What follows belongs to an exercise in optimizing a design on an open flow for small area and a short achievable clock period; a production flow would make more cautious choices. Where RTL was checked, it was by simulation tests only, not by an equivalence proof against the original. Function not checked in run 2: the RTL went through the layout flow alone. No activity file was given, so power comes from the tool's default toggle rates.

==> config.mk <==
export PLATFORM = sky130hd
export DESIGN_NAME = hybrid_cache
export DESIGN_NICKNAME = hybrid_cache
export VERILOG_FILES = /design/flow/design.v
export SDC_FILE = /design/flow/constraint.sdc
export NUM_CORES = 4
export LEC_CHECK = 0
export CAP_MARGIN = 20
export CORE_MARGIN = 2
export CORE_UTILIZATION = 40
export SLEW_MARGIN = 20
==> constraint.sdc <==
create_clock -name core_clock -period 14.0 [get_ports {clk}]
set_input_delay 2.8000 -clock core_clock [delete_from_list [all_inputs] [get_ports {clk}]]
set_output_delay 2.8000 -clock core_clock [all_outputs]
set_load 0.01 [all_outputs]
==> design.v <==
`default_nettype none
`default_nettype wire
`default_nettype none
package cache_pkg;
	localparam int BYTE_OFF_BITS = $clog2(32 / 8);
	localparam int WORD_IDX_BITS = $clog2(4);
	localparam int TAG_BITS = 32 - WORD_IDX_BITS - BYTE_OFF_BITS;
	typedef struct packed {
		logic [TAG_BITS-1:0] tag;
		logic [WORD_IDX_BITS-1:0] word_idx;
		logic [BYTE_OFF_BITS-1:0] byte_off;
	} addr_fields_t;
	typedef union packed {
		logic [32-1:0] raw;
		addr_fields_t fields;
	} addr_t;
	typedef logic [32-1:0] data_t;
	typedef logic [TAG_BITS-1:0] tag_t;
	typedef logic [WORD_IDX_BITS-1:0] word_idx_t;
	typedef logic [8-1:0] hitcnt_t;
	typedef logic [8-1:0] line_mask_t;
endpackage
`default_nettype wire
`default_nettype none
module hybrid_cache (
	input wire clk,
	input wire reset_n,
	input wire [32-1:0] dcache_rdaddr,
	input wire dcache_rdreq,
	output logic [32-1:0] dcache_out,
	output logic dcache_out_valid,
	output logic dcache_rd_ready,
	input wire [32-1:0] dcache_wraddr,
	input wire dcache_wrreq,
	input wire [32-1:0] dcache_in,
	output logic dcache_wr_ready,
	input wire [32-1:0] icache_rdaddr,
	input wire icache_rdreq,
	output logic [32-1:0] icache_out,
	output logic icache_out_valid,
	output logic icache_rd_ready,
	output logic [32-1:0] mem_addr,
	output logic [32-1:0] mem_in,
	input wire [32-1:0] mem_out,
	input wire mem_out_valid,
	output logic mem_wrreq,
	output logic mem_rdreq
);
	localparam int NL = 8;
	localparam int NW = 4;
	localparam int DW = 32;
	localparam int TW = cache_pkg::TAG_BITS;
	localparam int HW = 8;
	logic [NL*NW-1:0][DW-1:0] words;
	logic [NL-1:0][TW-1:0] tags;
	logic [NL-1:0][HW-1:0] hitcnt;
	logic [NL-1:0] valid;
	logic [NL-1:0] dirty;
	logic busy;
	logic s1, wb, rr, rw, dn;
	logic [1:0] cnt;
	logic [NL-1:0] victim_r;
	logic [TW-1:0] fill_tag;
	logic [DW-1:0] rd_q;
	logic [DW-1:0] ird_q;
	wire [TW-1:0] d_rd_tag = dcache_rdaddr[31:4];
	wire [TW-1:0] d_wr_tag = dcache_wraddr[31:4];
	wire [TW-1:0] i_rd_tag = icache_rdaddr[31:4];
	wire [1:0] d_rd_word = dcache_rdaddr[3:2];
	wire [1:0] d_wr_word = dcache_wraddr[3:2];
	wire [1:0] i_rd_word = icache_rdaddr[3:2];
	logic [NL-1:0] d_rd_hit, d_wr_hit, i_rd_hit;
	always_comb begin
		for (int i = 0; i < NL; i++) begin
			d_rd_hit[i] = valid[i] && (tags[i] == d_rd_tag);
			d_wr_hit[i] = valid[i] && (tags[i] == d_wr_tag);
			i_rd_hit[i] = valid[i] && (tags[i] == i_rd_tag);
		end
	end
	wire d_rd_any = |d_rd_hit;
	wire d_wr_any = |d_wr_hit;
	wire i_rd_any = |i_rd_hit;
	assign dcache_rd_ready = !busy && d_rd_any;
	assign dcache_wr_ready = !busy && d_wr_any;
	assign icache_rd_ready = !busy && i_rd_any;
	wire d_rd_en = dcache_rdreq && dcache_rd_ready;
	wire i_rd_en = icache_rdreq && icache_rd_ready;
	wire d_rd_miss = dcache_rdreq && !d_rd_any;
	wire d_wr_miss = dcache_wrreq && !d_wr_any;
	wire i_rd_miss = icache_rdreq && !i_rd_any;
	wire any_miss = d_rd_miss || d_wr_miss || i_rd_miss;
	logic [3:0][HW-1:0] c1;
	logic [3:0] w1;
	logic [1:0][HW-1:0] c2;
	logic [1:0][1:0] w2;
	logic [2:0] vidx;
	logic [NL-1:0] victim;
	always_comb begin
		for (int i = 0; i < 4; i++) begin
			w1[i] = hitcnt[2*i+1] < hitcnt[2*i];
			c1[i] = w1[i] ? hitcnt[2*i+1] : hitcnt[2*i];
		end
		for (int i = 0; i < 2; i++) begin
			w2[i][1] = c1[2*i+1] < c1[2*i];
			w2[i][0] = w2[i][1] ? w1[2*i+1] : w1[2*i];
			c2[i] = w2[i][1] ? c1[2*i+1] : c1[2*i];
		end
		vidx[2] = c2[1] < c2[0];
		vidx[1:0] = vidx[2] ? w2[1] : w2[0];
		victim = NL'(1) << vidx;
	end
	wire victim_dirty = |(victim_r & dirty);
	always_ff @(posedge clk or negedge reset_n) begin
		if (!reset_n) begin
			busy <= 1'b0;
			s1 <= 1'b0;
			wb <= 1'b0;
			rr <= 1'b0;
			rw <= 1'b0;
			dn <= 1'b0;
		end else begin
			s1 <= !busy && any_miss;
			if (!busy && any_miss)
				busy <= 1'b1;
			if (dn)
				busy <= 1'b0;
			wb <= (s1 && victim_dirty) || (wb && (cnt != 2'd3));
			rr <= (s1 && !victim_dirty) || (wb && (cnt == 2'd3)) ||
				(rw && mem_out_valid && (cnt != 2'd3));
			rw <= rr || (rw && !mem_out_valid);
			dn <= rw && mem_out_valid && (cnt == 2'd3);
		end
	end
	always_ff @(posedge clk) begin
		if (s1)
			cnt <= 2'd0;
		else if (wb || (rw && mem_out_valid))
			cnt <= cnt + 2'd1;
		if (!busy) begin
			victim_r <= victim;
			if (d_rd_miss)
				fill_tag <= d_rd_tag;
			else if (d_wr_miss)
				fill_tag <= d_wr_tag;
			else
				fill_tag <= i_rd_tag;
		end
	end
	always_ff @(posedge clk or negedge reset_n) begin
		if (!reset_n) begin
			valid <= '0;
			dirty <= '0;
			hitcnt <= '0;
		end else begin
			for (int i = 0; i < NL; i++) begin
				logic [1:0] inc;
				logic [HW:0] sum;
				inc = 2'(!busy && dcache_rdreq && d_rd_hit[i]) +
					2'(!busy && dcache_wrreq && d_wr_hit[i]) +
					2'(!busy && icache_rdreq && i_rd_hit[i]);
				sum = {1'b0, hitcnt[i]} + {{(HW-1){1'b0}}, inc};
				if (s1 && victim_r[i]) begin
					hitcnt[i] <= '0;
					dirty[i] <= 1'b0;
					valid[i] <= 1'b1;
				end else begin
					hitcnt[i] <= sum[HW] ? {HW{1'b1}} : sum[HW-1:0];
					if (!busy && dcache_wrreq && d_wr_hit[i])
						dirty[i] <= 1'b1;
				end
			end
		end
	end
	wire [DW-1:0] wdata = busy ? mem_out : dcache_in;
	always_ff @(posedge clk) begin
		for (int i = 0; i < NL; i++) begin
			for (int k = 0; k < NW; k++) begin
				if ((!busy && dcache_wrreq && d_wr_hit[i] && (d_wr_word == 2'(k))) ||
					(rw && mem_out_valid && victim_r[i] && (cnt == 2'(k))))
					words[i*NW+k] <= wdata;
			end
			if (dn && victim_r[i])
				tags[i] <= fill_tag;
		end
	end
	logic [NL-1:0] r_line;
	logic [1:0] r_word;
	logic [DW-1:0] r_mux, i_mux;
	always_comb begin
		r_line = busy ? victim_r : d_rd_hit;
		r_word = busy ? cnt : d_rd_word;
		r_mux = '0;
		i_mux = '0;
		for (int i = 0; i < NL; i++) begin
			for (int k = 0; k < NW; k++) begin
				if (r_line[i] && (r_word == 2'(k)))
					r_mux = r_mux | words[i*NW+k];
				if (i_rd_hit[i] && (i_rd_word == 2'(k)))
					i_mux = i_mux | words[i*NW+k];
			end
		end
	end
	always_ff @(posedge clk) begin
		rd_q <= r_mux;
		ird_q <= i_mux;
	end
	always_ff @(posedge clk or negedge reset_n) begin
		if (!reset_n) begin
			dcache_out_valid <= 1'b0;
			icache_out_valid <= 1'b0;
			mem_wrreq <= 1'b0;
			mem_rdreq <= 1'b0;
		end else begin
			dcache_out_valid <= d_rd_en;
			icache_out_valid <= i_rd_en;
			mem_wrreq <= wb;
			mem_rdreq <= rr;
		end
	end
	logic [TW-1:0] victim_tag;
	always_comb begin
		victim_tag = '0;
		for (int i = 0; i < NL; i++)
			if (victim_r[i])
				victim_tag = victim_tag | tags[i];
	end
	assign dcache_out = rd_q;
	assign icache_out = ird_q;
	assign mem_in = rd_q;
	assign mem_addr = {mem_wrreq ? victim_tag : fill_tag, mem_wrreq ? cnt - 2'd1 : cnt, 2'b00};
endmodule
`default_nettype wire
==> run.sh <==
#!/bin/bash
# synth_recipe.tcl (not shown) runs the flow's synth.tcl, then flattens the netlist and writes it again
# the make line also repeats each setting of config.mk as NAME=value (left out here)
make -C /OpenROAD-flow-scripts/flow DESIGN_CONFIG=/design/flow/config.mk WORK_HOME=/design/flow/orfs CLKGATE_MAP_FILE= SYNTH_SCRIPT=/design/flow/synth_recipe.tcl finish
==> results by group, run 1 <==
STA
  – Fin Clk Skew: 0.0725 ns
  – Slew Viols, Final: 0
  – RSZ-0062 raised after global routing: no
  – Setup_tns: 0 ns
  – Final Setup Violations: 0
  – Final hold vios: 0
  – Period utilization: 72.5%
  – Achievable frequency: between 90 and 100 MHz
  – Max-slew headroom: around 11%
  – Worst-Margin Slew: 1.33 ns
  – Crit path time final: slightly above 10 ns

Synthesis
  – Syn_area_per_cell: around 13 um2
  – EDFF count, synth: roughly 1300
  – Main synth FF type: edfxtp_1
  – Synth area leaders: edfxtp_1 (54%), a22oi_1 (7.0%), xnor2_1 (5.8%)
  – Synth area leader: edfxtp_1
  – Syn Inst Count: 5630
  – Synth unique cells: 76
  – Post-synth ARST share: around 6.3%
  – Number of synthesized register bits: 1440
  – Ys Warns: 1
  – Register area share after synthesis: 59.3%
  – Mapped Area: ~0.071 mm2
  – Yosys top cell area share: a little over half

Critical path
  – CP cell instances: clkdlybuf4s50_1, xor2_1, nor4_1, nand4_2, or2_2, nand2_1, or4_1, and2_1, clkdlybuf4s50_1
  – Crit path capture type: primary output
  – Critical-path top delay cell: clkdlybuf4s50_1
  – WP depth: 9
  – Critical path's top delay family: simple AND/OR/NAND/NOR gates
  – WP data required: ~11 ns
  – Worst Path Buf+Inv: 2
  – Crit path top cell by count: clkdlybuf4s50_1
  – CP Class: input pin to primary output
  – Worst r2r path cells: 22
  – Peak per-stage delay on the critical path: 1.00 ns
  – CP Max Fanout: 9
  – Startpoint Class: input pin
  – WP data arrival: 7.35 ns

Clock tree
  – Clock transition at the registers of the reported paths: around 0.060 ns
  – CTS Buffer Depth: 3
  – Hold buffer count at CTS: 0
  – CTS tree: built
  – Htree depth: 4
  – CTS Sinks: roughly 1400
  – Post-CTS setup buffers: 0
  – Num CTS Buffers: 155
  – Clk latency of the worst-skew pair: approximately 0.84 ns
  – Clock root buffer master: clkbuf_16
  – Post-CTS resize count: 0

GRT
  – Total congestion overflow: 0
  – Largest net degree at the start of global routing: 71
  – GRT Overall Usage: about two fifths
  – First-pass GRT wire length: ~490000 um
  – Vias in the first global route: 55600
  – Initial antenna violation count: 16

Die
  – Effective utilization at floorplan: around two fifths
  – I/O pin total: roughly 300
  – DIE AREA: approximately 0.18 mm2
  – Core Region: approximately 0.18 mm2
  – Die Y: 425 um
  – Die X: roughly 430 um
  – Number of cell rows: about 150

Power
  – Max VDD drop: 0.000138 V
  – P_sw: between 4 and 5 mW
  – Part of the power in registers: 40.2%
  – Design Power: 12.7 mW
  – Clock share of power: between 30% and 40%
  – Leakage power: about 28 nW
  – Logic pwr share: 26.7%
  – Internal power: about 8.3 mW
  – Net Sw Frac: about a third
  – Pwr Density: around 160 mW/mm2

Detailed routing
  – Post-Route WL: roughly 370000 um
  – Via/cell ratio: ~7.2
  – Starting DRT DRC Count: about 13000
  – Post-route ant nets: 0
  – Vias: 59600
  – First-pass iteration count of the detailed router: 10
  – WL/cell: ~44 um
  – Remaining DRCs: 0

Layout
  – Nets: roughly 6000
  – P&R area growth vs syn: 15.1%
  – Finished Core Util: a little under half
  – Finished Cell Area: 0.0817 mm2
  – # fillers: 15900
  – Share of cells above drive strength 1: roughly 11%
  – Non-filler instance count after layout: 8327

Placed design
  – Placement Cell Area: roughly 0.077 mm2
  – I/O Buffers: 292
  – Placed Cells: about 8000
  – Hpwl dp: between 200000 and 250000 um
  – RD Place Congestion: ~1.0

Hold path
  – Hold path depth: 0
  – Hold Crit Class: flip-flop to flip-flop

Run status
  – Status: complete, no violations

Job
  – Total of max-cap violations: 0
final timing paths:
path	slack (ns)	end	startpoint
max in group asynchronous	10.83	busy	reset_n
min in group asynchronous	1.86	hitcnt[56]	reset_n
min	0.45	mem_wrreq	wb
min reg2reg	0.45	mem_wrreq	wb
max reg2reg	8.18	victim_r[3]	hitcnt[21]
max	3.85	icache_rd_ready	icache_rdaddr[5]
metrics by stage:
| step | worst slack [ns] | hold WS (ns) |
|---|---|---|
| after detailed placement | 4.15 | 0.422 |
| after global placement | 4.11 | 0.421 |
| after CTS | 4.12 | 0.442 |
| after global routing | 4.01 | 0.451 |
| after floorplan | 6.78 | 0.355 |
| final | 3.85 | 0.447 |
power groups by stage:
stage	logic [mW]	clock network (mW)	registers (mW)
after CTS	3.18	4.19	5.09
final	3.38	4.19	5.10
after detailed placement	3.17	0	5.17
after global placement	3.15	0	5.17
after global routing	3.39	4.35	5.10
after floorplan	1.73	0	5.11
final cells by class:
class | instances | area (um2) | area share (%)
inverter | 109 | 409 | 0.501
antenna | 10 | 25.0 | 0.0306
clock inverter | 77 | 763 | 0.934
multi-input combinational | 3665 | 26800 | 32.8
sequential | 1440 | 42100 | 51.6
timing repair buffer | 475 | 4330 | 5.30
clock buffer | 211 | 4350 | 5.32
tap | 2340 | 2930 | 3.58
metal layers:
| layer | up-vias | part of all wire, % | global-route usage, % |
|---|---|---|---|
| li1 | 22300 | - | - |
| met2 | 6173 | 41 | 57.6 |
| met1 | 29500 | 35 | 51.1 |
| met3 | 1568 | 15 | 13.3 |
| met4 | 22 | 8.2 | 25.0 |
| met5 | - | 0.062 | 0 |
sequential cells by signal (all words and copies together) (netlist names), 2 cells and up:
register,count
words,1024
dirty,8
cnt,2
valid,8
ird_q,32
tags,224
victim_r,8
hitcnt,64
fill_tag,28
rd_q,32
synth_stat cells (14+ instances only):
| cell | number |
|---|---|
| nand2b_1 | 34 |
| clkbuf_1 | 107 |
| and2_1 | 25 |
| o21ai_0 | 63 |
| edfxtp_1 | 1284 |
| nand2_1 | 548 |
| a221oi_1 | 183 |
| a21oi_1 | 126 |
| nor2_1 | 162 |
| nor3_2 | 21 |
| inv_1 | 109 |
| xnor2_1 | 473 |
| mux2_2 | 86 |
| a222oi_1 | 21 |
| buf_6 | 15 |
| and3_1 | 35 |
| nor3_1 | 42 |
| a211oi_1 | 18 |
| nand3_1 | 91 |
| buf_2 | 130 |
| a21o_1 | 29 |
| or4_1 | 39 |
| dfrtp_1 | 90 |
| buf_1 | 14 |
| nand4_1 | 178 |
| ha_1 | 69 |
| buf_4 | 150 |
| xor2_1 | 219 |
| o22ai_1 | 96 |
| a22oi_1 | 665 |
| a22o_1 | 131 |
| fa_1 | 16 |
| dfxtp_1 | 66 |
| a31oi_1 | 31 |
| nor4_1 | 109 |
cells in the final DEF, fill, tap and decap left out, drive strengths merged, types with 16 or more instances in the layout:
cell type and count:
nor3 74, xor2 219, nor2 177, or4 42, a222oi 21, a31oi 39
xnor2 473, o21ai 65, mux2 86, nand2b 34, clkdlybuf4s50 291, dfxtp 66
nor4 121, a21o 29, buf 184, and3 35, o22ai 96, and2 25
a22oi 665, a22o 131, nand4 186, fa 16, clkinv 54, ha 69
nand2 549, a211oi 18, clkbuf 211, a221oi 183, dfrtp 90, nand3 91
edfxtp 1284, inv 118, a21oi 127
kinds of logic after synthesis:
logic type	Yosys count	share of synthesized area (%)
fa+ha+maj	85	1.67
flops	1440	59.3
other cells	1	0.00528
xor+xnor	692	8.54
compound gates	1414	15.0
mux	92	1.45
simple gates	1380	10.1
buf+inv	526	3.96
==> run 2, diff against run 1 <==
--- a/design.v
+++ b/design.v
@@ -55,6 +55,7 @@
 	logic [NL-1:0][TW-1:0] tags;
 	logic [NL-1:0][HW-1:0] hitcnt;
 	logic [NL-1:0] valid;
+	logic [NL-1:0] live;
 	logic [NL-1:0] dirty;
 	logic busy;
 	logic s1, wb, rr, rw, dn;
@@ -72,22 +73,22 @@
 	logic [NL-1:0] d_rd_hit, d_wr_hit, i_rd_hit;
 	always_comb begin
 		for (int i = 0; i < NL; i++) begin
-			d_rd_hit[i] = valid[i] && (tags[i] == d_rd_tag);
-			d_wr_hit[i] = valid[i] && (tags[i] == d_wr_tag);
-			i_rd_hit[i] = valid[i] && (tags[i] == i_rd_tag);
+			d_rd_hit[i] = live[i] && (tags[i] == d_rd_tag);
+			d_wr_hit[i] = live[i] && (tags[i] == d_wr_tag);
+			i_rd_hit[i] = live[i] && (tags[i] == i_rd_tag);
 		end
 	end
 	wire d_rd_any = |d_rd_hit;
 	wire d_wr_any = |d_wr_hit;
 	wire i_rd_any = |i_rd_hit;
-	assign dcache_rd_ready = !busy && d_rd_any;
-	assign dcache_wr_ready = !busy && d_wr_any;
-	assign icache_rd_ready = !busy && i_rd_any;
+	assign dcache_rd_ready = d_rd_any;
+	assign dcache_wr_ready = d_wr_any;
+	assign icache_rd_ready = i_rd_any;
 	wire d_rd_en = dcache_rdreq && dcache_rd_ready;
 	wire i_rd_en = icache_rdreq && icache_rd_ready;
-	wire d_rd_miss = dcache_rdreq && !d_rd_any;
-	wire d_wr_miss = dcache_wrreq && !d_wr_any;
-	wire i_rd_miss = icache_rdreq && !i_rd_any;
+	wire d_rd_miss = !busy && dcache_rdreq && !d_rd_any;
+	wire d_wr_miss = !busy && dcache_wrreq && !d_wr_any;
+	wire i_rd_miss = !busy && icache_rdreq && !i_rd_any;
 	wire any_miss = d_rd_miss || d_wr_miss || i_rd_miss;
 	logic [3:0][HW-1:0] c1;
 	logic [3:0] w1;
@@ -119,8 +120,8 @@
 			rw <= 1'b0;
 			dn <= 1'b0;
 		end else begin
-			s1 <= !busy && any_miss;
-			if (!busy && any_miss)
+			s1 <= any_miss;
+			if (any_miss)
 				busy <= 1'b1;
 			if (dn)
 				busy <= 1'b0;
@@ -149,15 +150,20 @@
 	always_ff @(posedge clk or negedge reset_n) begin
 		if (!reset_n) begin
 			valid <= '0;
+			live <= '0;
 			dirty <= '0;
 			hitcnt <= '0;
 		end else begin
+			if (any_miss)
+				live <= '0;
+			else if (dn)
+				live <= valid;
 			for (int i = 0; i < NL; i++) begin
 				logic [1:0] inc;
 				logic [HW:0] sum;
-				inc = 2'(!busy && dcache_rdreq && d_rd_hit[i]) +
-					2'(!busy && dcache_wrreq && d_wr_hit[i]) +
-					2'(!busy && icache_rdreq && i_rd_hit[i]);
+				inc = 2'(dcache_rdreq && d_rd_hit[i]) +
+					2'(dcache_wrreq && d_wr_hit[i]) +
+					2'(icache_rdreq && i_rd_hit[i]);
 				sum = {1'b0, hitcnt[i]} + {{(HW-1){1'b0}}, inc};
 				if (s1 && victim_r[i]) begin
 					hitcnt[i] <= '0;
@@ -165,7 +171,7 @@
 					valid[i] <= 1'b1;
 				end else begin
 					hitcnt[i] <= sum[HW] ? {HW{1'b1}} : sum[HW-1:0];
-					if (!busy && dcache_wrreq && d_wr_hit[i])
+					if (dcache_wrreq && d_wr_hit[i])
 						dirty[i] <= 1'b1;
 				end
 			end
@@ -175,7 +181,7 @@
 	always_ff @(posedge clk) begin
 		for (int i = 0; i < NL; i++) begin
 			for (int k = 0; k < NW; k++) begin
-				if ((!busy && dcache_wrreq && d_wr_hit[i] && (d_wr_word == 2'(k))) ||
+				if ((dcache_wrreq && d_wr_hit[i] && (d_wr_word == 2'(k))) ||
 					(rw && mem_out_valid && victim_r[i] && (cnt == 2'(k))))
 					words[i*NW+k] <= wdata;
 			end
==> flow/run.sh (new file) <==
#!/bin/bash
# The standard layout, with tighter setup repair, chosen port buffers and
# smaller clock buffers; each tool's output goes to the logs under orfs/logs
set -euo pipefail
cat flow/extra.mk >> config.mk
bash standard.sh > standard.log 2>&1
==> flow/extra.mk (new file) <==
export SETUP_SLACK_MARGIN = 7.5
export BUFFER_PORTS_ARGS = -buffer_cell sky130_fd_sc_hd__buf_1
export CTS_ARGS = -sink_clustering_enable -repair_clock_nets -buf_list sky130_fd_sc_hd__clkbuf_16 -sink_clustering_size 30 -sink_clustering_max_diameter 60 -dont_use_dummy_load
==> standard.sh (new file) <==
#!/bin/bash
# synth_recipe.tcl (not shown) runs the flow's synth.tcl, then flattens the netlist and writes it again
# the make line also repeats each setting of config.mk as NAME=value (left out here)
make -C /OpenROAD-flow-scripts/flow DESIGN_CONFIG=/design/flow/config.mk WORK_HOME=/design/flow/orfs CLKGATE_MAP_FILE= SYNTH_SCRIPT=/design/flow/synth_recipe.tcl "${@:-finish}"
--- a/config.mk
+++ b/config.mk
@@ -7,5 +7,8 @@
 export LEC_CHECK = 0
 export CAP_MARGIN = 20
 export CORE_MARGIN = 2
-export CORE_UTILIZATION = 40
+export CORE_UTILIZATION = 42
 export SLEW_MARGIN = 20
+export SETUP_SLACK_MARGIN = 7.5
+export BUFFER_PORTS_ARGS = -buffer_cell sky130_fd_sc_hd__buf_1
+export CTS_ARGS = -sink_clustering_enable -repair_clock_nets -buf_list sky130_fd_sc_hd__clkbuf_16 -sink_clustering_size 30 -sink_clustering_max_diameter 60 -dont_use_dummy_load
removed: run.sh
==> run 2 against run 1 <==
Register-to-register slack improved by 0.11 ns. Die area is 5.5% lower. Still clean. Sequential share of layout area up 1.7 points. Worst hold slack lost 0.0061 ns. Synthesized cell count is 0.91% lower. Combinational power grew 16%. Critical path depth grew 1. Final cell count is 3.3% lower. Critical endpoint is now dcache_rd_ready.
==> results by group, run 2 <==
Run status
  – Status: complete, no violations

Layout
  – Regs by FF count: words: 1024 flops, tags: 224 flops, hitcnt: 64 flops
  – Share of cells above drive strength 1: 12.7% (+1.5 points)
  – Most common cell after layout, fill and taps aside: edfxtp_1
  – Most frequent cells in the layout: edfxtp_1 (1284), a22oi_1 (791), nand2_1 (410)
  – Largest register by flop count: words
  – Non-filler instance count after layout: 8053 (-3.3%)
  – Max FFs per register: 1024 (unchanged)
  – Nets: 6077 (-0.33%)
  – Finished Cell Area: 0.0794 mm2 (-2.8%)
  – P&R area growth vs syn: 12.9%

Synthesis
  – Synth unique cells: 65 (-14%)
  – Synth area leader: edfxtp_1
  – Syn Inst Count: 5579 (-0.91%)
  – Main synth FF type: edfxtp_1
  – Register area share after synthesis: 60.1% (+0.78 points)
  – Top cells by count, synth: edfxtp_1 (1284), a22oi_1 (791), nand2_1 (410), xnor2_1 (404), xor2_1 (296)
  – Syn_area_per_cell: 12.6 um2 (about the same)
  – EDFF count, synth: 1284 (unchanged)
  – Synth area leaders: edfxtp_1 (55%), a22oi_1 (8.4%), xnor2_1 (5.0%)
  – Number of synthesized register bits: 1448 (+0.56%)
  – Ys Warns: 1 (unchanged)
  – Most common cell in the synthesized netlist: edfxtp_1
  – Mapped Area: 0.0704 mm2 (-0.84%)
  – Yosys top cell area share: 54.8% (+0.46 points)
  – Post-synth ARST share: 6.77% (+0.52 points)

Die
  – DIE AREA: 0.171 mm2 (-5.5%)
  – I/O pin total: 301 (unchanged)
  – Effective utilization at floorplan: 42.2% (+1.9 points)
  – Number of cell rows: 150 (-2.6%)
  – Die Y: 413 um (-2.8%)
  – Core Region: 0.167 mm2 (-5.4%)
  – Die X: 413 um (-2.8%)

GRT
  – Largest net degree at the start of global routing: 60 (-15%)
  – First-pass GRT wire length: 477000 um (-2.2%)
  – GRT Overall Usage: 41.4% (+1.6 points)
  – Initial antenna violation count: 17 (+1)
  – Total congestion overflow: 0 (unchanged)
  – Vias in the first global route: 55000 (-1.2%)

Clock tree
  – Clock root buffer master: clkbuf_16
  – Clk latency of the worst-skew pair: 0.86 ns (+0.02 ns)
  – Clock transition at the registers of the reported paths: 0.06 ns (about the same)
  – CTS tree: built
  – CTS Buffer Depth: 3 (unchanged)
  – CTS Sinks: 1448 (+0.56%)
  – Num CTS Buffers: 111 (-28%)
  – Htree depth: 3 (-1)

Detailed routing
  – Post-Route WL: 362000 um (-2.2%)
  – First-pass iteration count of the detailed router: 9 (-1)
  – Via/cell ratio: 7.32 (+2.3%)
  – Vias: 58900 (-1.1%)
  – Remaining DRCs: 0 (unchanged)
  – WL/cell: 44.9 um (+1.1%)
  – Post-route ant nets: 0 (unchanged)
  – Starting DRT DRC Count: 13400 (-0.43%)

Placed design
  – RD Place Congestion: 1.03 (+2.3%)
  – Placement Cell Area: 0.0744 mm2 (-2.8%)
  – Dpl ws: 5.12 ns (+0.978 ns)
  – Placed Cells: 7832 (-2.4%)
  – Hpwl dp: 211000 um (-2.0%)
  – I/O Buffers: 292 (unchanged)

STA
  – Worst-Margin Slew: 1.40 ns (+0.0678 ns)
  – Slew Viols, Final: 0 (unchanged)
  – Final hold vios: 0 (unchanged)
  – Final worst slack: 6.26 ns (+2.41 ns)
  – Fin Clk Skew: 0.195 ns (+0.122 ns)
  – RSZ-0062 raised after global routing: yes
  – Final Setup Violations: 0 (unchanged)
  – Max-slew headroom: 6.86% (-4.2 points)
  – Achievable frequency: 129 MHz (+31%)
  – Setup_tns: 0 ns (unchanged)
  – Crit path time final: 7.74 ns (-2.41 ns)
  – Period utilization: 55.3% (-17 points)

Power
  – Part of the power in registers: 45.5% (+5.3 points)
  – Logic pwr share: 31.6% (+4.9 points)
  – Pwr Density: 157 mW/mm2 (+1.2%)
  – Design Power: 12.5 mW (-1.6%)
  – Leakage power: 27.4 nW (-0.73%)
  – Net Sw Frac: 38.2% (+3.5 points)
  – Clock share of power: 23.0% (-10 points)
  – Max VDD drop: 0.000144 V (+4.5%)
  – Internal power: 7.70 mW (-6.8%)
  – P_sw: 4.77 mW (+8.2%)

Critical path
  – WP data arrival: 4.94 ns (-2.41 ns)
  – WP data required: 11.20 ns (about the same)
  – CP Class: input pin to primary output
  – Crit path capture type: primary output
  – CP Max Fanout: 9 (unchanged)
  – Startpoint Class: input pin

Job
  – Total of max-cap violations: 0 (unchanged)

Hold path
  – Hold Crit Class: flip-flop to flip-flop
run 2: cell types whose count changed in the layout (fill, tap and decap cells not counted), sizes merged, moves of 106 or more:
cell           delta
nand2           -139
clkdlybuf4s50   -291
a221oi          -108
and3            +106
buf             +384
a22oi           +126
run 2: routing by layer:
layer  track usage, %  vias up  share of wire [%]
met2             59.7     6358                 42
met5                0        -              0.022
met3             13.5     1538                 15
li1                 -    22100                  -
met1             53.1    28900                 35
met4             27.1       10                8.2
run 2: cells by family after synthesis:
kind of cell,count (synthesis),share of synthesized area (%)
DFF,1448,60.1
AOI/OAI and AO/OA,1364,14.6
and+or+nand+nor,1353,9.99
xor gates and xnor gates,700,8.71
buffers and inverters,543,3.64
adders and majority gates,85,1.68
muxes,85,1.28
other,1,0.00533
run 2: path summary, 6_finish.rpt:
check | start | end | slack, ns | cells after the start
worst max-delay path | dcache_rdaddr[4] | dcache_rd_ready | 6.26 | 10
worst min-delay path | wb | mem_wrreq | 0.44 | 0
worst max register to register | hitcnt[37] | victim_r[2] | 8.29 | 22
worst min register to register | wb | mem_wrreq | 0.44 | 0
max in group asynchronous | reset_n | busy | 10.61 | 2
min in group asynchronous | reset_n | hitcnt[4] | 2.10 | 1
run 2: cell type report:
class | count | area (um2)
Antenna cell | 25 | 62.6
Clock buffer | 111 | 2780
Fill cell | 14700 | 87400
Inverter | 99 | 372
Multi-Input combinational cell | 3589 | 27400
Sequential cell | 1448 | 42300
Tap cell | 2204 | 2760
Timing Repair Buffer | 577 | 3690
run 2: repair_timing:
| action | 4_1_cts | 5_1_grt |
|---|---|---|
| gates cloned | 0 | 1 |
| hold endpoints to repair | 0 | 0 |
| setup buffers | 47 | 36 |
| resized for setup | 237 | 80 |
| endpoints found under the setup margin | 96 | 12 |
| hold buffers | 0 | 0 |
| pin swaps | 48 | 33 |
run 2: critical path: stages:
cell	delay, ns
buf_1	0.07
buf_4	0.21
xor2_1	0.17
nor4_1	0.77
nand4_1	0.16
buf_4	0.23
nor2_1	0.10
or4b_4	0.14
or2_4	0.16
buf_6	0.11
run 2: through the flow:
stage | hold WS [ns] | utilization [%]
after floorplan | 0.355 | -
after global placement | 0.417 | 44.6
after detailed placement | 0.429 | 44.6
after CTS | 0.444 | 47.1
after global routing | 0.465 | 47.6
final | 0.440 | 47.6
run 2: power groups by stage:
stage	logic (mW)	registers, mW	clock network [mW]
2_1_floorplan	1.93	5.60	0
3_3_place_gp	3.61	5.73	0
3_5_place_dp	3.62	5.74	0
4_1_cts	3.66	5.65	2.86
5_1_grt	3.90	5.69	3.00
6_report	3.93	5.67	2.87
==> run 3, diff against run 2 <==
--- a/design.v
+++ b/design.v
@@ -20,6 +20,41 @@
 	typedef logic [8-1:0] hitcnt_t;
 	typedef logic [8-1:0] line_mask_t;
 endpackage
+`default_nettype wire
+`default_nettype none
+module line_match (
+	input wire [cache_pkg::TAG_BITS-1:0] line_tag,
+	input wire live,
+	input wire [cache_pkg::TAG_BITS-1:0] tag,
+	output logic hit
+);
+	assign hit = live && (line_tag == tag);
+endmodule
+module tag_match (
+	input wire [8-1:0][cache_pkg::TAG_BITS-1:0] tags,
+	input wire [8-1:0] live,
+	input wire [cache_pkg::TAG_BITS-1:0] tag,
+	output logic [8-1:0] hit,
+	output logic any
+);
+	for (genvar i = 0; i < 8; i++) begin : g_line
+		line_match u_match (.line_tag(tags[i]), .live(live[i]), .tag(tag), .hit(hit[i]));
+	end
+	assign any = |hit;
+endmodule
+`default_nettype wire
+`default_nettype none
+module word_mux (
+	input wire [8*4-1:0][32-1:0] words,
+	input wire [8*4-1:0] sel,
+	output logic [32-1:0] q
+);
+	always_comb begin
+		q = '0;
+		for (int j = 0; j < 8*4; j++)
+			q = q | ({32{sel[j]}} & words[j]);
+	end
+endmodule
 `default_nettype wire
 `default_nettype none
 module hybrid_cache (
@@ -71,16 +106,10 @@
 	wire [1:0] d_wr_word = dcache_wraddr[3:2];
 	wire [1:0] i_rd_word = icache_rdaddr[3:2];
 	logic [NL-1:0] d_rd_hit, d_wr_hit, i_rd_hit;
-	always_comb begin
-		for (int i = 0; i < NL; i++) begin
-			d_rd_hit[i] = live[i] && (tags[i] == d_rd_tag);
-			d_wr_hit[i] = live[i] && (tags[i] == d_wr_tag);
-			i_rd_hit[i] = live[i] && (tags[i] == i_rd_tag);
-		end
-	end
-	wire d_rd_any = |d_rd_hit;
-	wire d_wr_any = |d_wr_hit;
-	wire i_rd_any = |i_rd_hit;
+	logic d_rd_any, d_wr_any, i_rd_any;
+	tag_match u_d_rd_match (.tags(tags), .live(live), .tag(d_rd_tag), .hit(d_rd_hit), .any(d_rd_any));
+	tag_match u_d_wr_match (.tags(tags), .live(live), .tag(d_wr_tag), .hit(d_wr_hit), .any(d_wr_any));
+	tag_match u_i_rd_match (.tags(tags), .live(live), .tag(i_rd_tag), .hit(i_rd_hit), .any(i_rd_any));
 	assign dcache_rd_ready = d_rd_any;
 	assign dcache_wr_ready = d_wr_any;
 	assign icache_rd_ready = i_rd_any;
@@ -189,23 +218,17 @@
 				tags[i] <= fill_tag;
 		end
 	end
-	logic [NL-1:0] r_line;
-	logic [1:0] r_word;
 	logic [DW-1:0] r_mux, i_mux;
-	always_comb begin
-		r_line = busy ? victim_r : d_rd_hit;
-		r_word = busy ? cnt : d_rd_word;
-		r_mux = '0;
-		i_mux = '0;
-		for (int i = 0; i < NL; i++) begin
+	logic [NL*NW-1:0] r_sel, i_sel;
+	always_comb begin
+		for (int i = 0; i < NL; i++)
 			for (int k = 0; k < NW; k++) begin
-				if (r_line[i] && (r_word == 2'(k)))
-					r_mux = r_mux | words[i*NW+k];
-				if (i_rd_hit[i] && (i_rd_word == 2'(k)))
-					i_mux = i_mux | words[i*NW+k];
+				r_sel[i*NW+k] = busy ? (victim_r[i] && (cnt == 2'(k))) : (d_rd_hit[i] && (d_rd_word == 2'(k)));
+				i_sel[i*NW+k] = i_rd_hit[i] && (i_rd_word == 2'(k));
 			end
-		end
-	end
+	end
+	word_mux u_r_mux (.words(words), .sel(r_sel), .q(r_mux));
+	word_mux u_i_mux (.words(words), .sel(i_sel), .q(i_mux));
 	always_ff @(posedge clk) begin
 		rd_q <= r_mux;
 		ird_q <= i_mux;
--- a/config.mk
+++ b/config.mk
@@ -9,6 +9,8 @@
 export CORE_MARGIN = 2
 export CORE_UTILIZATION = 42
 export SLEW_MARGIN = 20
+export SYNTH_HIERARCHICAL = 1
+export SYNTH_MINIMUM_KEEP_SIZE = 0
 export SETUP_SLACK_MARGIN = 7.5
 export BUFFER_PORTS_ARGS = -buffer_cell sky130_fd_sc_hd__buf_1
 export CTS_ARGS = -sink_clustering_enable -repair_clock_nets -buf_list sky130_fd_sc_hd__clkbuf_16 -sink_clustering_size 30 -sink_clustering_max_diameter 60 -dont_use_dummy_load
==> run 3 against run 2 <==
Still clean. Synthesized cell count is 7.7% lower. Routed wire length is 29% lower. Fmax is 1.3% higher. Worst hold slack worse by 0.041 ns. Worst setup slack better by 0.097 ns. Sequential share of layout area is 1.6 points higher. Utilization is 0.18 points lower. Area after synthesis is 2.5% lower. Combinational power is 24% lower. Global-route usage is 12 points lower. Flip-flop and latch count stayed put. Die area is 2.5% lower. Critical endpoint unchanged.
==> results by group, run 3 <==
GRT
  – GRT Overall Usage: 29.5% (-12 points)
  – First-pass GRT wire length: 353000 um (-26%)
  – Initial antenna violation count: 29 (+12)
  – Vias in the first global route: 48900 (-11%)
  – Total congestion overflow: 0 (unchanged)
  – Largest net degree at the start of global routing: 61 (+1.7%)

Synthesis
  – Synth area leader: edfxtp_1
  – Syn_area_per_cell: 13.3 um2 (+5.6%)
  – Synth Area in XOR/XNOR: 8.95% (+0.24 points)
  – Synth area leaders: edfxtp_1 (56%), a22oi_1 (11%), xor2_1 (5.9%)
  – EDFF count, synth: 1284 (unchanged)
  – Main combinational cell family by area after synthesis: compound AO/OA/AOI/OAI gates
  – Main synth FF type: edfxtp_1
  – Post-synth ARST share: 6.77% (unchanged)
  – Synth unique cells: 57 (-12%)
  – Ys Warns: 8 (+7)
  – Adder-cell area share of the yosys netlist: 1.73% (+0.044 points)
  – Most common cell in the synthesized netlist: edfxtp_1
  – Top cells by count, synth: edfxtp_1 (1284), a22oi_1 (1029), xor2_1 (461), nand4_1 (340), xnor2_1 (240)
  – Number of synthesized register bits: 1448 (unchanged)
  – Synth Area in Compound Gates: 15.1% (+0.56 points)
  – Mapped Area: 0.0686 mm2 (-2.5%)
  – Yosys top cell area share: 56.2% (+1.4 points)
  – Register area share after synthesis: 61.7% (+1.6 points)
  – Post-synthesis simple-gate area fraction: 8.32% (-1.7 points)
  – Mux cell area share after synthesis: 1.37% (+0.095 points)
  – Syn Inst Count: 5147 (-7.7%)

Clock tree
  – CTS Buffer Depth: 3 (unchanged)
  – CTS Sinks: 1448 (unchanged)
  – Clk latency of the worst-skew pair: 0.83 ns (-0.03 ns)
  – Hold buffer count at CTS: 0 (unchanged)
  – Htree depth: 3 (unchanged)
  – CTS tree: built
  – Num CTS Buffers: 112 (+0.90%)
  – Clock root buffer master: clkbuf_16
  – Clock transition at the registers of the reported paths: 0.06 ns (about the same)

Placed design
  – Hpwl dp: 149000 um (-30%)
  – I/O Buffers: 292 (unchanged)
  – Placement Cell Area: 0.0725 mm2 (-2.6%)
  – RD Place Congestion: 0.932 (-9.8%)

Layout
  – P&R area growth vs syn: 12.4%
  – Most common cell after layout, fill and taps aside: edfxtp_1
  – Nets: 5640 (-7.2%)
  – Regs by FF count: words: 1024 flops, tags: 224 flops, hitcnt: 64 flops
  – Most frequent cells in the layout: edfxtp_1 (1284), a22oi_1 (1029), xor2_1 (445)
  – Largest register by flop count: words
  – Max FFs per register: 1024 (unchanged)
  – Finished Cell Area: 0.0771 mm2 (-2.9%)
  – Share of cells above drive strength 1: 11.5% (-1.2 points)

Detailed routing
  – Post-route ant nets: 0 (unchanged)
  – Remaining DRCs: 0 (unchanged)
  – WL/cell: 33.8 um (-25%)
  – First-pass iteration count of the detailed router: 12 (+3)
  – Vias: 51400 (-13%)
  – Starting DRT DRC Count: 8766 (-35%)
  – Via/cell ratio: 6.77 (-7.5%)
  – Post-Route WL: 256000 um (-29%)

STA
  – Achievable frequency: 131 MHz (+1.3%)
  – Max-slew headroom: 24.2% (+17 points)
  – Crit path time final: 7.64 ns (-0.0972 ns)
  – Slew Viols, Final: 0 (unchanged)
  – Fin Clk Skew: 0.168 ns (-0.0263 ns)
  – Setup_tns: 0 ns (unchanged)
  – Period utilization: 54.6% (-0.69 points)
  – Worst-Margin Slew: 1.13 ns (-0.264 ns)
  – RSZ-0062 raised after global routing: yes
  – Final hold vios: 0 (unchanged)
  – Final Setup Violations: 0 (unchanged)

Critical path
  – CP Class: input pin to primary output
  – Crit path capture type: primary output
  – Reg2reg start: hitcnt[1]
  – WP data arrival: 4.84 ns (-0.10 ns)
  – WP data required: 11.20 ns (about the same)
  – Startpoint Class: input pin
  – CP Max Fanout: 6 (-3)
  – Critical Path Start: dcache_rdaddr[11]

Die
  – DIE AREA: 0.167 mm2 (-2.5%)
  – Number of cell rows: 148 (-1.3%)
  – Die X: 408 um (-1.3%)
  – I/O pin total: 301 (unchanged)
  – Effective utilization at floorplan: 42.2% (about the same)
  – Die Y: 408 um (-1.3%)
  – Core Region: 0.163 mm2 (-2.6%)

Power
  – Leakage power: 24.7 nW (-9.9%)
  – Max VDD drop: 0.000136 V (-6.0%)
  – Pwr Density: 148 mW/mm2 (-5.9%)

Job
  – Total of max-cap violations: 0 (unchanged)

Run status
  – Status: complete, no violations

Hold path
  – Hold Crit Class: flip-flop to flip-flop
  – Hold Path Origin: rr
-- run 3: cell count changes after synthesis, sizes merged, moves of 120 or more --
cell / change
a22oi: +238
nand2: -284
and3: -120
buf: -156
nand4: +161
xnor2: -164
xor2: +165
-- run 3: kinds of logic after synthesis --
kind of cell / after synthesis
flops: 1448
mux: 90
buf+inv: 403
simple gates: 990
compound gates: 1429
fa+ha+maj: 85
other cells: 1
xor+xnor: 701
-- run 3: modules after synthesis, one instance, submodules excluded --
module	times used	cells inside	flops+latches
hybrid_cache	1	2690	1448
line_match	24	38	0
tag_match	3	3	0
word_mux	2	768	0
-- run 3: per-layer routing --
layer	global-route usage (%)	part of all wire [%]
met5	0	0.053
met4	15.3	5.6
met3	8.04	13
met2	44.1	44
met1	39.2	38
-- run 3: worst paths after layout --
check / cells after the start / to / slack (ns)
max reg2reg: 20 / victim_r[1] / 8.34
max in group asynchronous: 2 / busy / 10.52
min in group asynchronous: 1 / hitcnt[9] / 2.17
max: 8 / dcache_rd_ready / 6.36
min: 0 / mem_rdreq / 0.40
min reg2reg: 0 / mem_rdreq / 0.40
-- run 3: worst max-delay path, stage by stage --
cell and delay (ns):
buf_12 0.13, xor2_2 0.18, nor4_4 0.44, nand4_1 0.49, nor4_4 0.38, nor4_2 0.10, nand2_2 0.18, buf_6 0.13
-- run 3: stage by stage --
stage / hold WS, ns / instances / power, mW / worst slack (ns) / util [%]
3_3_place_gp: 0.385 / 7411 / 8.42 / 5.25 / 44.6
5_1_grt: 0.408 / 7579 / 11.7 / 6.39 / 47.4
2_1_floorplan: 0.355 / 5148 / 7.19 / 7.35 / -
6_report: 0.400 / 7584 / 11.4 / 6.36 / 47.4
3_5_place_dp: 0.374 / 7411 / 8.46 / 5.32 / 44.6
4_1_cts: 0.392 / 7548 / 11.3 / 6.39 / 47.1
-- run 3: repair_timing --
item / 4_1_cts / 5_1_grt
setup buffers: 25 / 13
gates cloned: 0 / 1
pin swaps: 64 / 45
setup endpoints to repair: 88 / 9
gates resized for setup: 249 / 53
-- run 3: final cells by class --
| cell class | count | area, um2 |
|---|---|---|
| Antenna cell | 22 | 55.1 |
| Clock buffer | 112 | 2800 |
| Fill cell | 14200 | 85500 |
| Inverter | 87 | 327 |
| Multi-Input combinational cell | 3297 | 26300 |
| Sequential cell | 1448 | 42300 |
| Tap cell | 2175 | 2720 |
| Timing Repair Buffer | 443 | 2600 |
-- run 3: where the power goes --
part	switching, mW	internal [mW]
Clock	1.45	1.39
Combinational	2.17	0.809
Sequential	0.228	5.33
Total	3.85	7.54
==> run 4, diff against run 3 <==
==> flow/extra.mk (replaced) <==
export SETUP_SLACK_MARGIN = 7.5
export BUFFER_PORTS_ARGS = -buffer_cell sky130_fd_sc_hd__buf_1
export CTS_ARGS = -sink_clustering_enable -repair_clock_nets -buf_list sky130_fd_sc_hd__clkbuf_16 -sink_clustering_size 20 -sink_clustering_max_diameter 100 -dont_use_dummy_load
--- a/config.mk
+++ b/config.mk
@@ -13,4 +13,4 @@
 export SYNTH_MINIMUM_KEEP_SIZE = 0
 export SETUP_SLACK_MARGIN = 7.5
 export BUFFER_PORTS_ARGS = -buffer_cell sky130_fd_sc_hd__buf_1
-export CTS_ARGS = -sink_clustering_enable -repair_clock_nets -buf_list sky130_fd_sc_hd__clkbuf_16 -sink_clustering_size 30 -sink_clustering_max_diameter 60 -dont_use_dummy_load
+export CTS_ARGS = -sink_clustering_enable -repair_clock_nets -buf_list sky130_fd_sc_hd__clkbuf_16 -sink_clustering_size 20 -sink_clustering_max_diameter 100 -dont_use_dummy_load
==> run 4 against run 3 <==
Combinational power hardly changed. Sequential power hardly changed. Global-route usage is 0.096 points lower. Total power is 3.5% lower. Worst hold slack better by 0.0057 ns. Clock power is 14% lower. Non-clock buffer count is 9 higher. Via count is 0.32% lower. Critical path type unchanged.
==> results by group, run 4 <==
Run status
  – Status: complete, no violations

GRT
  – Largest net degree at the start of global routing: 61 (unchanged)
  – Initial antenna violation count: 31 (+6.9%)
  – GRT Overall Usage: 29.4% (-0.096 points)
  – First-pass GRT wire length: 352000 um (-0.28%)
  – Total congestion overflow: 0 (unchanged)
  – Vias in the first global route: 48700 (-0.42%)

STA
  – Final Setup Violations: 0 (unchanged)
  – RSZ-0062 raised after global routing: yes
  – Max-slew headroom: 25.2% (+0.97 points)
  – Crit path time final: 7.58 ns (-0.0645 ns)
  – Slew Viols, Final: 0 (unchanged)
  – Worst-Margin Slew: 1.12 ns (-0.0144 ns)
  – Period utilization: 54.1% (-0.46 points)
  – Achievable frequency: 132 MHz (+0.85%)
  – Setup_tns: 0 ns (unchanged)
  – Fin Clk Skew: 0.130 ns (-0.0387 ns)
  – Final hold vios: 0 (unchanged)

Layout
  – Most frequent cells in the layout: edfxtp_1 (1284), a22oi_1 (1029), xor2_1 (438)
  – Non-filler instance count after layout: 7565 (-0.25%)
  – Largest register by flop count: words
  – Most common cell after layout, fill and taps aside: edfxtp_1
  – Regs by FF count: words: 1024 flops, tags: 224 flops, hitcnt: 64 flops
  – Nets: 5620 (-0.35%)
  – P&R area growth vs syn: 11.8%
  – Share of cells above drive strength 1: 11.4% (-0.069 points)
  – Max FFs per register: 1024 (unchanged)

Synthesis
  – Ys Warns: 8 (unchanged)
  – Main synth FF type: edfxtp_1
  – Synth unique cells: 57 (unchanged)
  – Syn_area_per_cell: 13.3 um2 (unchanged)
  – Synth area leader: edfxtp_1
  – Mapped Area: 0.0686 mm2 (unchanged)
  – Yosys top cell area share: 56.2% (unchanged)
  – EDFF count, synth: 1284 (unchanged)
  – Most common cell in the synthesized netlist: edfxtp_1
  – Synth area leaders: edfxtp_1 (56%), a22oi_1 (11%), xor2_1 (5.9%)
  – Post-synth ARST share: 6.77% (unchanged)
  – Top cells by count, synth: edfxtp_1 (1284), a22oi_1 (1029), xor2_1 (461), nand4_1 (340), xnor2_1 (240)
  – Number of synthesized register bits: 1448 (unchanged)
  – Syn Inst Count: 5147 (unchanged)
  – Register area share after synthesis: 61.7% (unchanged)

Power
  – Pwr Density: 143 mW/mm2 (-2.9%)
  – Max VDD drop: 0.000117 V (-13%)
  – Leakage power: 24.5 nW (-1.0%)

Hold path
  – Hold Path Origin: rr
  – Worst Hold End: mem_rdreq
  – Hold Crit Class: flip-flop to flip-flop
  – Hold path depth: 0 (unchanged)

Critical path
  – CP Max Fanout: 8 (+2)
  – RR Endpoint: victim_r[1]
  – WP data required: 11.20 ns (about the same)
  – Crit path capture type: primary output
  – CP Class: input pin to primary output
  – FF-to-FF setup slack: 8.36 ns (+0.02 ns)
  – Startpoint Class: input pin
  – Worst r2r path cells: 20 (unchanged)
  – WP data arrival: 4.78 ns (-0.06 ns)
  – Reg2reg start: hitcnt[1]

Job
  – Total of max-cap violations: 0 (unchanged)

Detailed routing
  – Remaining DRCs: 0 (unchanged)
  – Post-route ant nets: 0 (unchanged)
  – WL/cell: 33.8 um (+0.11%)
  – Starting DRT DRC Count: 8805 (+0.44%)
  – First-pass iteration count of the detailed router: 7 (-5)
  – Post-Route WL: 256000 um (-0.14%)
  – Vias: 51200 (-0.32%)
  – Via/cell ratio: 6.77 (about the same)

Die
  – Number of cell rows: 148 (unchanged)
  – Die X: 408 um (unchanged)
  – DIE AREA: 0.167 mm2 (unchanged)
  – Effective utilization at floorplan: 42.2% (unchanged)
  – Die Y: 408 um (unchanged)
  – I/O pin total: 301 (unchanged)
  – Core Region: 0.163 mm2 (unchanged)

Clock tree
  – CTS Buffer Depth: 3 (unchanged)
  – Clock transition at the registers of the reported paths: 0.09 ns (+0.03 ns)
  – CTS Sinks: 1448 (unchanged)
  – Clock root buffer master: clkbuf_16
  – Hold buffer count at CTS: 0 (unchanged)
  – CTS tree: built
  – Htree depth: 3 (unchanged)
  – Clk latency of the worst-skew pair: 0.79 ns (-0.04 ns)
  – Num CTS Buffers: 83 (-26%)

Placed design
  – I/O Buffers: 292 (unchanged)
  – RD Place Congestion: 0.932 (unchanged)
  – Hpwl dp: 149000 um (unchanged)
  – Placed Cells: 7411 (unchanged)
run 4: cell count changes in the layout (fill, tap and decap cells not counted), sizes merged:
cell	previous run	this run
buf	430	438
clkbuf	125	96
clkdlybuf4s15	0	1
diode	22	23
run 4: power by group:
group          switching (mW)  total [mW]  internal [mW]
clock                    1.39        2.45           1.05
sequential              0.229        5.56           5.33
combinational            2.17        2.99          0.813
total                    3.80        11.0           7.20
run 4: critical path: stages:
cell     delay [ns]
buf_12         0.12
xor2_4         0.18
nor4_4         0.44
nand4_1        0.37
nor4_4         0.32
buf_6          0.16
nor4_4         0.04
nand2_2        0.20
buf_6          0.14
run 4: cell families after synthesis:
logic type                 share of synthesized area [%]
AOI/OAI and AO/OA                                   15.1
xor gates and xnor gates                            8.95
adders and majority gates                           1.73
buffers and inverters                               2.81
DFF                                                 61.7
muxes                                               1.37
other                                            0.00547
and+or+nand+nor                                     8.32
run 4: through the flow:
stage	utilization, %	total power, mW	setup slack [ns]	hold slack, ns	instance area [um2]
5_1_grt	47.2	11.3	6.43	0.417	76700
4_1_cts	46.7	10.9	6.39	0.400	75900
3_5_place_dp	44.6	8.46	5.32	0.374	72500
2_1_floorplan	-	7.19	7.35	0.355	68700
3_3_place_gp	44.6	8.42	5.25	0.385	72500
6_report	47.2	11.0	6.42	0.406	76700
run 4: how the worst max path moves through the flow:
stage,from,end,depth (start not counted)
after floorplan,icache_rdaddr[23],icache_rd_ready,6
after global placement,icache_rdaddr[28],icache_rd_ready,8
after detailed placement,icache_rdaddr[28],icache_rd_ready,8
after CTS,dcache_rdaddr[11],dcache_rd_ready,8
after global routing,icache_rdaddr[11],icache_rd_ready,9
final,icache_rdaddr[11],icache_rd_ready,9
run 4: timing repair:
action                                  4_1_cts  5_1_grt
endpoints found under the setup margin       98        9
gates resized for setup                     249       87
pin swaps                                    65       66
hold endpoints to repair                      0        0
setup buffers                                25       22
gates cloned                                  0        1
run 4: Yosys stat by module, one instance, submodules excluded:
module | area [um2] | times used | cells | flops+latches
hybrid_cache | 50300 | 1 | 2690 | 1448
line_match | 312 | 24 | 38 | 0
tag_match | 16.3 | 3 | 3 | 0
word_mux | 5380 | 2 | 768 | 0
run 4: area by class of cell:
cell class / instances / area [um2]
Fill cell: 14200 / 85900
Sequential cell: 1448 / 42300
Multi-Input combinational cell: 3297 / 26400
Timing Repair Buffer: 452 / 2740
Tap cell: 2175 / 2720
Clock buffer: 83 / 2080
Inverter: 87 / 327
Antenna cell: 23 / 57.6
run 4: layer usage:
layer,global-route usage (%),part of all wire [%],wire [um]
met1,39.1,38,97200
met2,43.6,44,112000
met3,8.23,13,32800
met4,15.8,5.5,14000
met5,0,0.041,105
==> run 5, diff against run 4 <==
--- a/config.mk
+++ b/config.mk
@@ -8,6 +8,7 @@
 export CAP_MARGIN = 20
 export CORE_MARGIN = 2
 export CORE_UTILIZATION = 42
+export PLACE_DENSITY = 0.72
 export SLEW_MARGIN = 20
 export SYNTH_HIERARCHICAL = 1
 export SYNTH_MINIMUM_KEEP_SIZE = 0
==> run 5 against run 4 <==
Sequential share of layout area rose by 0.22 points. Final cell count is essentially flat. Clock skew is 0.012 ns lower. Global-route usage fell by 1.0 points. Critical path type unchanged. Worst setup slack worse by 0.19 ns. Sequential power is essentially flat. Worst hold slack got worse by 0.011 ns.
==> results by group, run 5 <==
Critical path
  – Peak per-stage delay on the critical path: 0.52 ns (+0.08 ns)
  – CP Max Fanout: 9 (+1)
  – Startpoint Class: input pin
  – Critical path's top delay family: simple AND/OR/NAND/NOR gates
  – Crit path capture type: primary output
  – WP data required: 11.20 ns (about the same)
  – Critical-path top delay cell: nor4_2
  – CP cell instances: buf_2, xor2_1, nor4_2, nand4_1, nor4_4, nor4_2, nand2_2, buf_6
  – Worst r2r path cells: 20 (unchanged)
  – Worst Path Buf+Inv: 2 (-1)
  – Crit path top cell by count: nor4_2
  – WP depth: 8 (-1)
  – WP data arrival: 4.97 ns (+0.19 ns)
  – CP Class: input pin to primary output

GRT
  – First-pass GRT wire length: 345000 um (-1.9%)
  – GRT Overall Usage: 28.4% (-1.0 points)
  – Vias in the first global route: 49500 (+1.8%)
  – Initial antenna violation count: 38 (+23%)
  – Total congestion overflow: 0 (unchanged)
  – Largest net degree at the start of global routing: 60 (-1.6%)

Synthesis
  – Syn_area_per_cell: 13.3 um2 (unchanged)
  – Synth area leader: edfxtp_1
  – Synth Area in XOR/XNOR: 8.95% (unchanged)
  – Post-synthesis simple-gate area fraction: 8.32% (unchanged)
  – Synth area leaders: edfxtp_1 (56%), a22oi_1 (11%), xor2_1 (5.9%)
  – Ys Warns: 8 (unchanged)
  – Top cells by count, synth: edfxtp_1 (1284), a22oi_1 (1029), xor2_1 (461), nand4_1 (340), xnor2_1 (240)
  – Number of synthesized register bits: 1448 (unchanged)
  – Yosys top cell area share: 56.2% (unchanged)
  – Synth Area in Compound Gates: 15.1% (unchanged)
  – Mux cell area share after synthesis: 1.37% (unchanged)
  – Register area share after synthesis: 61.7% (unchanged)
  – Adder-cell area share of the yosys netlist: 1.73% (unchanged)
  – Main synth FF type: edfxtp_1
  – Post-synth ARST share: 6.77% (unchanged)
  – Most common cell in the synthesized netlist: edfxtp_1
  – Main combinational cell family by area after synthesis: compound AO/OA/AOI/OAI gates
  – Syn Inst Count: 5147 (unchanged)
  – Synth unique cells: 57 (unchanged)
  – Mapped Area: 0.0686 mm2 (unchanged)
  – EDFF count, synth: 1284 (unchanged)

Layout
  – Share of cells above drive strength 1: 10.9% (-0.56 points)
  – Regs by FF count: words: 1024 flops, tags: 224 flops, hitcnt: 64 flops
  – Finished Cell Area: 0.0764 mm2 (-0.40%)
  – P&R area growth vs syn: 11.3%
  – Max FFs per register: 1024 (unchanged)
  – Nets: 5619 (-0.018%)
  – Most common cell after layout, fill and taps aside: edfxtp_1
  – Most frequent cells in the layout: edfxtp_1 (1284), a22oi_1 (1029), xor2_1 (443)
  – Largest register by flop count: words

STA
  – RSZ-0062 raised after global routing: yes
  – Final Setup Violations: 0 (unchanged)
  – Crit path time final: 7.77 ns (+0.191 ns)
  – Final hold vios: 0 (unchanged)
  – Worst-Margin Slew: 1.32 ns (+0.200 ns)
  – Setup_tns: 0 ns (unchanged)
  – Max-slew headroom: 12.1% (-13 points)
  – Achievable frequency: 129 MHz (-2.5%)
  – Slew Viols, Final: 0 (unchanged)
  – Fin Clk Skew: 0.117 ns (-0.0125 ns)
  – Period utilization: 55.5% (+1.4 points)

Placed design
  – Placement Cell Area: 0.0723 mm2 (-0.26%)
  – Hpwl dp: 144000 um (-2.7%)
  – I/O Buffers: 292 (unchanged)
  – RD Place Congestion: 0.925 (-0.80%)

Die
  – I/O pin total: 301 (unchanged)
  – Die X: 408 um (unchanged)
  – DIE AREA: 0.167 mm2 (unchanged)
  – Core Region: 0.163 mm2 (unchanged)
  – Number of cell rows: 148 (unchanged)
  – Effective utilization at floorplan: 42.2% (unchanged)
  – Die Y: 408 um (unchanged)

Detailed routing
  – Via/cell ratio: 6.88 (+1.6%)
  – Vias: 52000 (+1.6%)
  – Remaining DRCs: 0 (unchanged)
  – Post-Route WL: 248000 um (-2.8%)
  – WL/cell: 32.9 um (-2.8%)
  – Starting DRT DRC Count: 9711 (+10%)
  – Post-route ant nets: 0 (unchanged)
  – First-pass iteration count of the detailed router: 12 (+5)

Power
  – Max VDD drop: 0.000131 V (+12%)
  – Pwr Density: 144 mW/mm2 (+0.48%)
  – Leakage power: 24.4 nW (-0.33%)

Job
  – Total of max-cap violations: 0 (unchanged)

Hold path
  – Hold path depth: 0 (unchanged)
  – Hold Crit Class: flip-flop to flip-flop

Run status
  – Status: complete, no violations

Clock tree
  – Clk latency of the worst-skew pair: 0.78 ns (about the same)
  – Clock root buffer master: clkbuf_16
  – CTS tree: built
  – Hold buffer count at CTS: 0 (unchanged)
  – CTS Sinks: 1448 (unchanged)
  – Num CTS Buffers: 85 (+2.4%)
  – CTS Buffer Depth: 3 (unchanged)
  – Clock transition at the registers of the reported paths: 0.08 ns (about the same)
  – Htree depth: 3 (unchanged)
## run 5: cell counts after synthesis
No cell type changed its count.
## run 5: where the power goes
group          switching [mW]  internal, mW
clock                    1.38          1.08
combinational            2.15         0.816
sequential              0.247          5.33
total                    3.78          7.22
## run 5: cell type report
cell class | instances | area [um2]
antenna | 22 | 55.1
clock buffer | 85 | 2130
fill | 14100 | 86200
inverter | 87 | 327
multi-input combinational | 3298 | 26200
sequential | 1448 | 42300
tap | 2175 | 2720
timing repair buffer | 448 | 2650
## run 5: worst register-to-register path, delay by kind of cell (launching register included)
kind	cells	cell delay [ns]
AO/OA/AOI/OAI	11	2.94
adder cells (fa/ha/maj)	3	0.87
buffers and inverters	2	0.24
flip-flops	1	0.44
multiplexers	1	0.43
AND/OR/NAND/NOR	3	0.63
## run 5: Yosys stat by module, one instance, submodules excluded
module        flops+latches  copies in the design  cell area, um2
hybrid_cache           1448                     1           50300
line_match                0                    24             312
tag_match                 0                     3            16.3
word_mux                  0                     2            5380
## run 5: metal layers
metal / global-route usage (%) / part of all wire (%) / up-vias
met5: 0.201 / 0.078 / -
met4: 15.5 / 6.4 / 26
met3: 9.21 / 15 / 959
met2: 41.6 / 43 / 4643
met1: 37.2 / 36 / 25400
li1: - / - / 21000
## run 5: cell families (layout without fill, tap and decap cells)
group / after synthesis / after routing
xor gates and xnor gates: 701 / 701
muxes: 90 / 90
and+or+nand+nor: 990 / 990
buffers and inverters: 403 / 620
DFF: 1448 / 1448
other: 1 / 24
AOI/OAI and AO/OA: 1429 / 1430
adders and majority gates: 85 / 85
## run 5: path summary, 6_finish.rpt
path | start | to | slack (ns)
setup reg to reg | hitcnt[1] | victim_r[4] | 8.25
max in group asynchronous | reset_n | busy | 10.54
hold / removal | rr | mem_rdreq | 0.40
setup / recovery | dcache_rdaddr[4] | dcache_rd_ready | 6.23
min in group asynchronous | reset_n | dcache_out_valid | 2.11
hold reg to reg | rr | mem_rdreq | 0.40
## run 5: repair_timing
action,4_1_cts,5_1_grt
pin swaps,54,49
setup endpoints to repair,135,46
setup buffers,49,15
gates cloned,0,4
gates resized for setup,198,73
## run 5: stage by stage
step / hold WS [ns] / instances / util, % / power (mW) / setup WS, ns
2_1_floorplan: 0.355 / 5148 / - / 7.19 / 7.35
3_3_place_gp: 0.364 / 7387 / 44.5 / 8.34 / 5.21
3_5_place_dp: 0.375 / 7387 / 44.5 / 8.41 / 5.21
4_1_cts: 0.394 / 7521 / 46.6 / 10.8 / 6.29
5_1_grt: 0.398 / 7559 / 47.0 / 11.2 / 6.32
6_report: 0.395 / 7563 / 47.0 / 11.0 / 6.23
==> run 6, diff against run 5 <==
--- a/config.mk
+++ b/config.mk
@@ -5,11 +5,10 @@
 export SDC_FILE = /design/flow/constraint.sdc
 export NUM_CORES = 4
 export LEC_CHECK = 0
-export CAP_MARGIN = 20
+export CAP_MARGIN = 10
 export CORE_MARGIN = 2
-export CORE_UTILIZATION = 42
-export PLACE_DENSITY = 0.72
-export SLEW_MARGIN = 20
+export CORE_UTILIZATION = 48
+export SLEW_MARGIN = 10
 export SYNTH_HIERARCHICAL = 1
 export SYNTH_MINIMUM_KEEP_SIZE = 0
 export SETUP_SLACK_MARGIN = 7.5
==> run 6 against run 5 <==
Still clean on timing, DRC and antenna. Total power shrank 0.50%. Sequential power is essentially flat. Final cell count shrank 4.0%. Critical path depth is the same. Highest routed layer unchanged.
==> results by group, run 6 <==
Run status
  – Status: complete, no violations

GRT
  – First-pass GRT wire length: 353000 um (+2.1%)
  – Vias in the first global route: 48300 (-2.6%)
  – GRT Overall Usage: 33.8% (+5.4 points)
  – Total congestion overflow: 0 (unchanged)
  – Initial antenna violation count: 27 (-29%)
  – Largest net degree at the start of global routing: 68 (+13%)

Synthesis
  – Post-synth ARST share: 6.77% (unchanged)
  – Yosys top cell area share: 56.2% (unchanged)
  – Number of synthesized register bits: 1448 (unchanged)
  – Top cells by count, synth: edfxtp_1 (1284), a22oi_1 (1029), xor2_1 (461), nand4_1 (340), xnor2_1 (240)
  – Syn_area_per_cell: 13.3 um2 (unchanged)
  – Synth unique cells: 57 (unchanged)
  – Synth area leader: edfxtp_1
  – Syn Inst Count: 5147 (unchanged)
  – Register area share after synthesis: 61.7% (unchanged)

Power
  – Net Sw Frac: 34.3% (about the same)
  – Internal power: 7.19 mW (-0.48%)
  – Leakage power: 24.3 nW (-0.52%)
  – Max VDD drop: 0.000146 V (+11%)
  – Pwr Density: 145 mW/mm2 (+0.42%)
  – Logic pwr share: 27.0% (about the same)
  – P_sw: 3.76 mW (-0.55%)
  – Part of the power in registers: 50.7% (about the same)

Critical path
  – CP Max Fanout: 7 (-2)
  – Crit path capture type: primary output
  – WP data arrival: 4.85 ns (-0.12 ns)
  – WP data required: 11.20 ns (about the same)

STA
  – Final Setup Violations: 0 (unchanged)
  – RSZ-0062 raised after global routing: yes
  – Final hold vios: 0 (unchanged)
  – Period utilization: 54.7% (-0.84 points)
  – Setup_tns: 0 ns (unchanged)
  – Fin Clk Skew: 0.0853 ns (-0.0320 ns)
  – Slew Viols, Final: 0 (unchanged)
  – Crit path time final: 7.65 ns (-0.118 ns)
  – Achievable frequency: 131 MHz (+1.5%)
  – Worst-Margin Slew: 1.12 ns (-0.201 ns)

Clock tree
  – CTS tree: built
  – Clock root buffer master: clkbuf_16
  – Clk latency of the worst-skew pair: 0.75 ns (-0.03 ns)
  – CTS Buffer Depth: 3 (unchanged)

Placed design
  – Dpl ws: 5.40 ns (+0.187 ns)
  – Placement Cell Area: 0.0722 mm2 (-0.23%)
  – Placed Cells: 7127 (-3.5%)
  – I/O Buffers: 292 (unchanged)
  – Hpwl dp: 148000 um (+2.7%)

Layout
  – Max FFs per register: 1024 (unchanged)
  – Finished Cell Area: 0.0757 mm2 (-0.92%)
  – Non-filler instance count after layout: 7261 (-4.0%)
  – Share of cells above drive strength 1: 10.5% (-0.36 points)
  – Largest register by flop count: words
  – Most common cell after layout, fill and taps aside: edfxtp_1
  – Most frequent cells in the layout: edfxtp_1 (1284), a22oi_1 (1029), xor2_1 (451)
  – Regs by FF count: words: 1024 flops, tags: 224 flops, hitcnt: 64 flops

Die
  – Die Y: 382 um (-6.4%)
  – Effective utilization at floorplan: 48.4% (+6.2 points)
  – Core Region: 0.142 mm2 (-13%)
  – I/O pin total: 301 (unchanged)
  – Die X: 382 um (-6.4%)
  – Number of cell rows: 138 (-6.8%)

Job
  – Total of max-cap violations: 0 (unchanged)

Detailed routing
  – Via/cell ratio: 7.05 (+2.5%)
  – First-pass iteration count of the detailed router: 10 (-2)
  – Post-Route WL: 254000 um (+2.2%)
  – Starting DRT DRC Count: 7902 (-19%)
  – WL/cell: 35.0 um (+6.4%)
  – Remaining DRCs: 0 (unchanged)
  – Vias: 51200 (-1.6%)
  – Post-route ant nets: 0 (unchanged)

Hold path
  – Hold Crit Class: flip-flop to flip-flop
-- run 6: cell counts after synthesis --
No cell type changed its count.
-- run 6: critical path: stages --
cell,delay [ns]
buf_12,0.12
xor2_1,0.16
nor4_2,0.49
nand4_1,0.32
nor4_4,0.42
nor4_1,0.11
nand2_1,0.23
buf_2,0.19
-- run 6: cell type report --
class,instances,area [um2]
Fill cell,11800,66100
Sequential cell,1448,42300
Multi-Input combinational cell,3297,26000
Timing Repair Buffer,435,2480
Tap cell,1890,2360
Clock buffer,83,2080
Inverter,87,327
Antenna cell,21,52.6
-- run 6: path summary, 6_finish.rpt --
kind / from / end / slack, ns / cells past startpoint
hold reg to reg: wb / mem_wrreq / 0.46 / 0
setup reg to reg: hitcnt[34] / victim_r[1] / 8.37 / 18
min in group asynchronous: reset_n / hitcnt[13] / 2.18 / 1
setup / recovery: icache_rdaddr[11] / icache_rd_ready / 6.35 / 8
max in group asynchronous: reset_n / busy / 10.57 / 2
hold / removal: wb / mem_wrreq / 0.46 / 0
-- run 6: power by group through the flow --
stage               Sequential (mW)  Clock [mW]  Combinational, mW
CTS                            5.54        2.46               2.86
finish                         5.55        2.43               2.96
global placement               5.63           0               2.80
global route                   5.59        2.59               3.06
detailed placement             5.64           0               2.83
floorplan                      5.59           0               1.60
-- run 6: kinds of logic (layout without fill, tap and decap cells) --
logic type,after synthesis,after routing,synth area share (%)
DFF,1448,1448,61.7
AOI/OAI and AO/OA,1429,1429,15.1
and+or+nand+nor,990,990,8.32
xor gates and xnor gates,701,701,8.95
buffers and inverters,403,605,2.81
muxes,90,90,1.37
adders and majority gates,85,85,1.73
other,1,23,0.00547
-- run 6: timing repair --
action	CTS	global route
setup buffers	18	12
gates cloned	0	0
resized for setup	215	35
pin swaps	59	40
endpoints found under the setup margin	95	3
-- run 6: metrics by stage --
stage	power [mW]	hold WS [ns]	utilization [%]
final	10.9	0.461	53.4
after global routing	11.2	0.486	53.4
after CTS	10.9	0.463	53.1
after detailed placement	8.47	0.443	50.9
after global placement	8.43	0.423	50.9
after floorplan	7.19	0.355	-
-- run 6: routing by layer --
layer  wire length, um  track usage [%]  vias to the layer above
li1                  -                -                    20900
met1             98400             46.1                    25700
met2            112000             51.4                     3752
met3             29400             7.47                      767
met4             13700             16.0                        8
met5                50                0                        -
-- run 6: per-module statistics from Yosys (local to each module, per instance) --
module,times used,flops+latches
hybrid_cache,1,1448
line_match,24,0
tag_match,3,0
word_mux,2,0

Re-timed with assumed drivers on the ports (clkbuf_16 on the clock, buf_2 on other inputs), run 6 has 6.295 ns of setup slack against 6.348 ns with ideal ports, and 6.295 ns once port delays also move by the mid clock arrival of 0.783 ns.
